What follows belongs to an exercise in optimizing a design on an open flow for small area; a production flow would make more cautious choices. Where RTL was checked, it was by simulation tests only, not by an equivalence proof against the original. Power figures rest on the tool's default switching activity, not on a simulated workload. The clock port is modelled as an ideal driver; clocking choices that lean on that would not hold on a real chip.

Design process_engine, start of the top module:
module process_engine (
  input  logic        clock,
  input  logic        reset,
  input  logic        input_valid,
  input  logic [1:0]  opcode,
  input  logic [15:0] key,
  input  logic [15:0] wr_data,
  output logic        stall,
  output logic        output_valid,
  output logic [15:0] val_out,
  output logic [2:0]  rescode
);
  localparam int SW = 29;
  localparam int NS = 4;
  localparam int LW = NS * SW;
  localparam int NB = 16;
  logic [LW-1:0] ring [NB];
  logic [3:0]    phase;      
  logic          sweeping;   
  logic [3:0]    hash;
  logic          key_zero;
  logic          is_insert, is_delete;
  logic [NS-1:0] v, m;
  logic          any_hit, any_free, ok_now, fire, we;
  logic [2:0]    code;
  logic [SW-1:0] slot0;
  assign hash      = key[3:0] ^ key[7:4] ^ key[11:8] ^ key[15:12];
  assign key_zero  = (key == 16'd0);
  assign is_insert = (opcode == 2'd2);
  assign is_delete = (opcode == 2'd3);
  always_comb begin
    for (int s = 0; s < NS; s++) begin
      v[s] = ring[0][s*SW] && !sweeping;
      m[s] = v[s] && (ring[0][s*SW+1 +: 12] == key[11:0]);
    end
  end
  assign any_hit  = |m;
  assign any_free = !(&v);
  always_comb begin
    if (any_hit)                                 ok_now = m[0];
    else if (is_insert && any_free && !key_zero) ok_now = !v[0];
    else                                         ok_now = 1'b1;
  end
  assign stall = !((phase == hash) && ok_now);
  ...
Size in the first run: about 2100 cells after synthesis, about 1900 flip-flops, roughly 39000 um^2 of cells after synthesis.
Settings: LEC_CHECK=0, ABC_AREA=0, CAP_MARGIN=20, CORE_MARGIN=2, CORE_UTILIZATION=70, PLACE_DENSITY=0.85, SLEW_MARGIN=20; clock period 5.0 ns.
standard.sh (not shown) runs the stock make flow with config.mk's settings and CLKGATE_MAP_FILE= SYNTH_SCRIPT=/design/flow/synth_recipe.tcl, a recipe that flattens the netlist after the stock synthesis.
==> flow/flow/run.sh <==
#!/bin/bash
# The standard layout with our own clock tree settings (no dummy loads,
# large leaf clusters), drive-1 port buffers, and combinational cells sized
# down after floorplan so that the repair steps size up only what needs it
set -euo pipefail
export CTS_ARGS="-sink_clustering_enable -repair_clock_nets -dont_use_dummy_load -buf_list \"sky130_fd_sc_hd__clkbuf_8 sky130_fd_sc_hd__clkbuf_16\" -sink_clustering_size 36 -sink_clustering_max_diameter 50 -root_buf sky130_fd_sc_hd__clkbuf_8 -tree_buf sky130_fd_sc_hd__clkbuf_8 -sink_clustering_buffer sky130_fd_sc_hd__clkbuf_16"
export BUFFER_PORTS_ARGS="-buffer_cell sky130_fd_sc_hd__buf_1"
export POST_FLOORPLAN_TCL="$PWD/flow/downsize.tcl"
bash standard.sh > standard_flow.log 2>&1
==> flow/flow/downsize.tcl <==
# Size combinational cells down to drive 1 where the library has that size;
# the later repair steps size up whatever timing, slew or load needs.
set downsized 0
foreach inst [get_cells *] {
  set cell [get_property $inst ref_name]
  if {[regexp {^(sky130_fd_sc_hd__([a-z0-9]+))_([0-9]+)$} $cell -> base kind size]} {
    if {$size > 1 && ![regexp {^(df|edf|sdf|dl|clk|conb|tap|fill|decap|diode|ha|fa|lpflow)} $kind]} {
      set lc [get_lib_cells -quiet */${base}_1]
      if {[llength $lc] > 0} {
        replace_cell $inst ${base}_1
        incr downsized
      }
    }
  }
}
puts "downsized $downsized cells"
The first run finished with timing, DRC and antenna clean.
==> next run, changes <==
==> flow/flow/run.sh (replaced) <==
#!/bin/bash
# The standard layout, with clock tree and port buffer arguments of our own
set -euo pipefail
export CTS_ARGS="-sink_clustering_enable -repair_clock_nets -dont_use_dummy_load -buf_list \"sky130_fd_sc_hd__clkbuf_4 sky130_fd_sc_hd__clkbuf_16\" -sink_clustering_size 34 -sink_clustering_max_diameter 60 -root_buf sky130_fd_sc_hd__clkbuf_8 -tree_buf sky130_fd_sc_hd__clkbuf_8 -sink_clustering_buffer sky130_fd_sc_hd__clkbuf_16"
export BUFFER_PORTS_ARGS="-buffer_cell sky130_fd_sc_hd__buf_1"
bash standard.sh > standard_flow.log 2>&1
- CORE_UTILIZATION: 70 -> 75
- PLACE_DENSITY: 0.85 -> default
removed: flow/flow/downsize.tcl
This time the run aborted during clock tree synthesis.
Synthesized area is unchanged.
Synthesized cell count is unchanged.
==> next run, changes <==
==> flow/flow/run.sh (replaced) <==
#!/bin/bash
# The standard layout, with clock tree and port buffer arguments of our own
set -euo pipefail
export CTS_ARGS="-sink_clustering_enable -repair_clock_nets -dont_use_dummy_load -buf_list \"sky130_fd_sc_hd__clkbuf_4 sky130_fd_sc_hd__clkbuf_16\" -sink_clustering_size 32 -sink_clustering_max_diameter 60 -root_buf sky130_fd_sc_hd__clkbuf_8 -tree_buf sky130_fd_sc_hd__clkbuf_4 -sink_clustering_buffer sky130_fd_sc_hd__clkbuf_16"
export BUFFER_PORTS_ARGS="-buffer_cell sky130_fd_sc_hd__buf_1"
bash standard.sh > standard_flow.log 2>&1
- CORE_UTILIZATION: 75 -> 70
What happened: This time the run finished with timing, DRC and antenna clean; synthesized cell count stays the same; area after synthesis does not change.
==> next run, changes <==
==> flow/flow/run.sh (replaced) <==
#!/bin/bash
# The standard layout with our own clock tree settings (no dummy loads,
# large leaf clusters), drive-1 port buffers, and combinational cells sized
# down after floorplan so that the repair steps size up only what needs it
set -euo pipefail
export CTS_ARGS="-sink_clustering_enable -repair_clock_nets -dont_use_dummy_load -buf_list \"sky130_fd_sc_hd__clkbuf_8 sky130_fd_sc_hd__clkbuf_16\" -sink_clustering_size 32 -sink_clustering_max_diameter 60 -root_buf sky130_fd_sc_hd__clkbuf_8 -tree_buf sky130_fd_sc_hd__clkbuf_8 -sink_clustering_buffer sky130_fd_sc_hd__clkbuf_16"
export BUFFER_PORTS_ARGS="-buffer_cell sky130_fd_sc_hd__buf_1"
export POST_FLOORPLAN_TCL="$PWD/flow/downsize.tcl"
bash standard.sh > standard_flow.log 2>&1
==> flow/flow/downsize.tcl (new file) <==
# Size combinational cells down to drive 1 where the library has that size;
# the later repair steps size up whatever timing, slew or load needs.
set downsized 0
foreach inst [get_cells *] {
  set cell [get_property $inst ref_name]
  if {[regexp {^(sky130_fd_sc_hd__([a-z0-9]+))_([0-9]+)$} $cell -> base kind size]} {
    if {$size > 1 && ![regexp {^(df|edf|sdf|dl|clk|conb|tap|fill|decap|diode|ha|fa|lpflow)} $kind]} {
      set lc [get_lib_cells -quiet */${base}_1]
      if {[llength $lc] > 0} {
        replace_cell $inst ${base}_1
        incr downsized
      }
    }
  }
}
puts "downsized $downsized cells"
Final cell count is about the same; wire length drops by 1.1%; synthesized cell count does not change; power stays flat; die area does not change.

Another version of the RTL of process_engine (not shown whole).
Size: ~2500 cells after synthesis, ~0.040 mm² of cells after synthesis.
make LEC_CHECK=0 ABC_AREA=1 CAP_MARGIN=20 CORE_MARGIN=2 CORE_UTILIZATION=70 CTS_BUF_LIST=sky130_fd_sc_hd__clkbuf_8 CTS_CLUSTER_DIAMETER=35 CTS_CLUSTER_SIZE=14 SLEW_MARGIN=20 finish   # period 5.0 ns
run.sh (not shown) runs the stock make flow with config.mk's settings and CLKGATE_MAP_FILE= SYNTH_SCRIPT=/design/flow/synth_recipe.tcl, a recipe that flattens the netlist after the stock synthesis.
Stock flow here: none of the scripts above is used.
The baseline completed without violations.
Change:
==> flow/flow/run.sh (new file) <==
#!/bin/bash
# The standard layout, with clock tree and port buffer arguments of our own
set -euo pipefail
export CTS_ARGS="-sink_clustering_enable -repair_clock_nets -dont_use_dummy_load -buf_list \"sky130_fd_sc_hd__clkbuf_8\" -sink_clustering_size 16 -sink_clustering_max_diameter 40"
export BUFFER_PORTS_ARGS="-buffer_cell sky130_fd_sc_hd__buf_1"
bash standard.sh > standard_flow.log 2>&1
==> flow/standard.sh (new file) <==
#!/bin/bash
# synth_recipe.tcl (not shown) runs the flow's synth.tcl, then flattens the netlist and writes it again
# the make line also repeats each setting of config.mk as NAME=value (left out here)
make -C /OpenROAD-flow-scripts/flow DESIGN_CONFIG=/design/flow/config.mk WORK_HOME=/design/flow/orfs CLKGATE_MAP_FILE= SYNTH_SCRIPT=/design/flow/synth_recipe.tcl "${@:-finish}"
--- a/flow/config.mk
+++ b/flow/config.mk
@@ -8 +8 @@
-export ABC_AREA = 1
+export ABC_AREA = 0
@@ -12,3 +11,0 @@
-export CTS_BUF_LIST = sky130_fd_sc_hd__clkbuf_8
-export CTS_CLUSTER_DIAMETER = 35
-export CTS_CLUSTER_SIZE = 14
removed: flow/run.sh
Power decreases by 9.0%.
Final area decreases by 4.8%.
Core utilization decreases by 3.1 points.
Die area decreases by 1.8%.
Clock power decreases by 23%.
Via count decreases by 16%.
Change:
==> flow/flow/run.sh (replaced) <==
#!/bin/bash
# The standard layout, with clock tree and port buffer arguments of our own
set -euo pipefail
export CTS_ARGS="-sink_clustering_enable -repair_clock_nets -dont_use_dummy_load -buf_list \"sky130_fd_sc_hd__clkbuf_16\" -sink_clustering_size 28 -sink_clustering_max_diameter 45"
export BUFFER_PORTS_ARGS="-buffer_cell sky130_fd_sc_hd__buf_1"
bash standard.sh > standard_flow.log 2>&1
--- a/flow/config.mk
+++ b/flow/config.mk
@@ -8 +8 @@
-export ABC_AREA = 0
+export ABC_AREA = 1
Result: The new run ran to the end with no violations. Synthesized area goes up by 1.9%. Die area goes up by 1.8%. Total power increases by 9.6%.
Change:
==> flow/flow/run.sh (replaced) <==
#!/bin/bash
# The standard layout, with clock tree and port buffer arguments of our own
set -euo pipefail
export CTS_ARGS="-sink_clustering_enable -repair_clock_nets -dont_use_dummy_load -buf_list \"sky130_fd_sc_hd__clkbuf_8\" -sink_clustering_size 20 -sink_clustering_max_diameter 40"
export BUFFER_PORTS_ARGS="-buffer_cell sky130_fd_sc_hd__buf_1"
bash standard.sh > standard_flow.log 2>&1
--- a/flow/config.mk
+++ b/flow/config.mk
@@ -8 +8 @@
-export ABC_AREA = 1
+export ABC_AREA = 0
@@ -11 +11 @@
-export CORE_UTILIZATION = 70
+export CORE_UTILIZATION = 80
Result: The new run did not get past 3_5_place_dp (DPL-0033). Synthesized cell count shrinks by 14%. Area after synthesis shrinks by 1.8%.
Change:
==> flow/flow/run.sh (replaced) <==
#!/bin/bash
# The standard layout, with clock tree and port buffer arguments of our own
set -euo pipefail
export CTS_ARGS="-sink_clustering_enable -repair_clock_nets -dont_use_dummy_load -buf_list \"sky130_fd_sc_hd__clkbuf_8\" -sink_clustering_size 16 -sink_clustering_max_diameter 40"
export BUFFER_PORTS_ARGS="-buffer_cell sky130_fd_sc_hd__buf_1"
bash standard.sh > standard_flow.log 2>&1
--- a/flow/config.mk
+++ b/flow/config.mk
@@ -8 +8 @@
-export ABC_AREA = 0
+export ABC_AREA = 1
@@ -11 +11 @@
-export CORE_UTILIZATION = 80
+export CORE_UTILIZATION = 70
=>
- With this change the flow finished clean
- area after synthesis rose by about 1.9%
- synthesized cell count rose by about 17%
Function was not checked in any run of this note: the RTL went through the layout flow alone.

Another version of the RTL of process_engine (not shown whole).
Size in the first run: ~1900 flip-flops, ~58 I/O pins.
==> flow/design.v (excerpt) <==
module process_engine (
  input  logic        clock,
  input  logic        reset,
  input  logic        input_valid,
  input  logic [1:0]  opcode,
  input  logic [15:0] key,
  input  logic [15:0] wr_data,
  output logic        stall,
  output logic        output_valid,
  output logic [15:0] val_out,
  output logic [2:0]  rescode
);
  localparam int SW = 29;
  localparam int NS = 4;
  localparam int LW = NS * SW;
  localparam int NB = 16;
  logic [LW-1:0] ring [NB];
  logic [3:0]    phase;      
  logic          sweeping;   
  logic [3:0]    hash;
  logic          key_zero;
  logic          is_insert, is_delete;
  logic [NS-1:0] v, m;
  logic          any_hit, any_free, ok_now, fire, we;
  logic [2:0]    code;
  logic [SW-1:0] slot0;
  logic          found_r;
  assign hash      = key[3:0] ^ key[7:4] ^ key[11:8] ^ key[15:12];
  assign key_zero  = (key == 16'd0);
  assign is_insert = (opcode == 2'd2);
  assign is_delete = (opcode == 2'd3);
  always_comb begin
    for (int s = 0; s < NS; s++) begin
      v[s] = ring[0][s*SW] && !sweeping;
      m[s] = v[s] && (ring[0][s*SW+1 +: 12] == key[11:0]);
    end
  end
  assign any_hit  = |m;
  assign any_free = !(&v);
  always_comb begin
    if (any_hit)                                 ok_now = m[0];
    else if (is_insert && any_free && !key_zero) ok_now = !v[0];
    else                                         ok_now = 1'b1;
  end
  assign stall = !((phase == hash) && ok_now);
  assign fire  = input_valid && !stall && (opcode != 2'd0);
  assign we    = fire && ((is_insert && (any_hit || (any_free && !key_zero))) ||
                          (is_delete && any_hit));
  always_comb begin
    case (opcode)
      2'd1:    code = any_hit ? 3'd1 : 3'd0;
      2'd2:    code = any_hit ? 3'd3 : (any_free ? 3'd2 : 3'd4);
      2'd3:    code = any_hit ? 3'd5 : 3'd0;
      default: code = 3'd0;
    endcase
  end
  assign slot0[0]      = we ? !is_delete : v[0];
  assign slot0[1 +: 28] = we ? {wr_data, key[11:0]} : ring[0][1 +: 28];
  always_ff @(posedge clock) begin
    for (int i = 0; i < NB - 1; i++) begin
      ring[i] <= ring[i+1];
    end
    for (int s = 1; s < NS; s++) begin
  ...
export LEC_CHECK = 0
export ABC_AREA = 0
export CAP_MARGIN = 20
export CORE_MARGIN = 2
export CORE_UTILIZATION = 70
export SLEW_MARGIN = 20
create_clock -name core_clock -period 5.0 [get_ports {clock}]
standard.sh (not shown) runs the stock make flow with config.mk's settings and CLKGATE_MAP_FILE= SYNTH_SCRIPT=/design/flow/synth_recipe.tcl, a recipe that flattens the netlist after the stock synthesis.
==> flow/flow/run.sh <==
#!/bin/bash
# The standard layout, with clock tree and port buffer arguments of our own
set -euo pipefail
export CTS_ARGS="-sink_clustering_enable -repair_clock_nets -dont_use_dummy_load -buf_list \"sky130_fd_sc_hd__clkbuf_16\" -sink_clustering_size 36 -sink_clustering_max_diameter 65 "
export BUFFER_PORTS_ARGS="-buffer_cell sky130_fd_sc_hd__buf_1"
bash standard.sh > standard_flow.log 2>&1
The first run ran to the end with no violations.
==> next run, changes <==
==> flow/flow/run.sh (replaced) <==
#!/bin/bash
# The standard layout, with clock tree and port buffer arguments of our own
set -euo pipefail
export CTS_ARGS="-sink_clustering_enable -repair_clock_nets -dont_use_dummy_load -buf_list \"sky130_fd_sc_hd__clkbuf_16\" -sink_clustering_size 32 -sink_clustering_max_diameter 60"
export BUFFER_PORTS_ARGS="-buffer_cell sky130_fd_sc_hd__buf_1"
bash standard.sh > standard_flow.log 2>&1
Effect:
- die area is unchanged
- setup slack gets better by 0.012 ns
- hold slack gets better by 0.020 ns
- wire length climbs by 2.0%
==> next run, changes <==
==> flow/flow/run.sh (replaced) <==
#!/bin/bash
# The standard layout, with clock tree and port buffer arguments of our own
set -euo pipefail
export CTS_ARGS="-sink_clustering_enable -repair_clock_nets -dont_use_dummy_load -buf_list \"sky130_fd_sc_hd__clkbuf_8\" -sink_clustering_size 20 -sink_clustering_max_diameter 45"
export BUFFER_PORTS_ARGS="-buffer_cell sky130_fd_sc_hd__buf_1"
bash standard.sh > standard_flow.log 2>&1
What happened:
- The changed run completed without violations
- utilization grows by 0.15 points
- hold slack is worse by 0.052 ns
- routed wire length shrinks by about 0.8%
- sequential power stays flat
- setup slack is worse by 0.0094 ns
==> next run, changes <==
==> flow/flow/run.sh (replaced) <==
#!/bin/bash
# The standard layout, with clock tree and port buffer arguments of our own
set -euo pipefail
export CTS_ARGS="-sink_clustering_enable -repair_clock_nets -dont_use_dummy_load -buf_list \"sky130_fd_sc_hd__clkbuf_8\" -sink_clustering_size 16 -sink_clustering_max_diameter 40"
export BUFFER_PORTS_ARGS="-buffer_cell sky130_fd_sc_hd__buf_1"
bash standard.sh > standard_flow.log 2>&1
The changed run passed the timing, design-rule and antenna checks.
Cell area went up by 0.47%.
Worst hold slack gets better by 0.028 ns.
Worst setup slack gets better by 0.032 ns.
Synthesized cell count does not change.
Power went up by about 1.4%.
Clock-buffer cell count went up by 14.
Wire length went up by 0.31%.
Critical path depth does not change.
==> next run, changes <==
==> flow/flow/run.sh (replaced) <==
#!/bin/bash
# The standard layout, with clock tree and port buffer arguments of our own
set -euo pipefail
export CTS_ARGS="-sink_clustering_enable -repair_clock_nets -dont_use_dummy_load -buf_list \"sky130_fd_sc_hd__clkbuf_8 sky130_fd_sc_hd__clkbuf_16\" -sink_clustering_size 32 -sink_clustering_max_diameter 60 -root_buf sky130_fd_sc_hd__clkbuf_8 -tree_buf sky130_fd_sc_hd__clkbuf_8 -sink_clustering_buffer sky130_fd_sc_hd__clkbuf_16"
export BUFFER_PORTS_ARGS="-buffer_cell sky130_fd_sc_hd__buf_1"
bash standard.sh > standard_flow.log 2>&1
Core utilization shrinks by 0.68 points.
Cell area drops slightly.
Clock power goes down by a few percent.
Non-clock buffer count is unchanged.
Clock-buffer cell count drops by 76.
Die area does not change.

port drivers added, routing unchanged:
In the flow no input, the clock included, has a driving cell. The finished layouts below were timed again as built, in two steps. Step 1 (the two cells are an assumption about what drives the block):
set clk [get_ports {clock}]
set_driving_cell -lib_cell sky130_fd_sc_hd__clkbuf_16 $clk
set_driving_cell -lib_cell sky130_fd_sc_hd__buf_2 [delete_from_list [all_inputs] $clk]
Step 2 times the ports against the registers' clock, not the clock port: input delays grow and output delays shrink by t, the midpoint of the rising clock arrivals with the driver on. a / b / c = ideal / step 1 / step 2; a / b = the first two.
| run | shift t [ns] | slack for setup (ns) | worst hold slack (ns) |
|---|---|---|---|
| the first run of note 1 | 0.787 | 0.933 / 0.813 / 0.729 | 0.262 / 0.262 / 0.262 |
| the third run of note 1 | 0.725 | 1.005 / 0.921 / 0.921 | 0.290 / 0.290 / 0.290 |
| the fourth run of note 1 | 0.748 | 1.126 / 1.100 / 0.767 | 0.302 / 0.302 / 0.302 |
| the first run of note 2 | 0.855 | 0.190 / 0.101 / 0.101 | 0.305 / 0.305 / 0.305 |
| the second run of note 2 | 0.780 | 0.692 / 0.666 / 0.666 | 0.272 / 0.272 / 0.272 |
| the third run of note 2 | 0.714 | 0.948 / 0.887 / 0.887 | 0.261 / 0.261 / 0.261 |
| the fifth run of note 2 | 0.808 | 1.017 / 0.953 / 0.997 | 0.286 / 0.286 / 0.286 |
| the first run of note 3 | 0.689 | 0.808 / 0.757 / 0.757 | 0.282 / 0.282 / 0.282 |
| the second run of note 3 | 0.665 | 0.819 / 0.760 / 0.760 | 0.302 / 0.302 / 0.302 |
| the third run of note 3 | 0.805 | 0.810 / 0.752 / 0.752 | 0.250 / 0.250 / 0.250 |
| the fourth run of note 3 | 0.806 | 0.842 / 0.783 / 0.783 | 0.278 / 0.278 / 0.278 |
| the fifth run of note 3 | 0.754 | 0.859 / 0.800 / 0.800 | 0.303 / 0.303 / 0.303 |
After both steps every run listed still meets setup and hold. The setup slack of the fourth run of note 1, which loses most, moves by -0.026 ns with the drivers and by -0.359 ns with both steps.
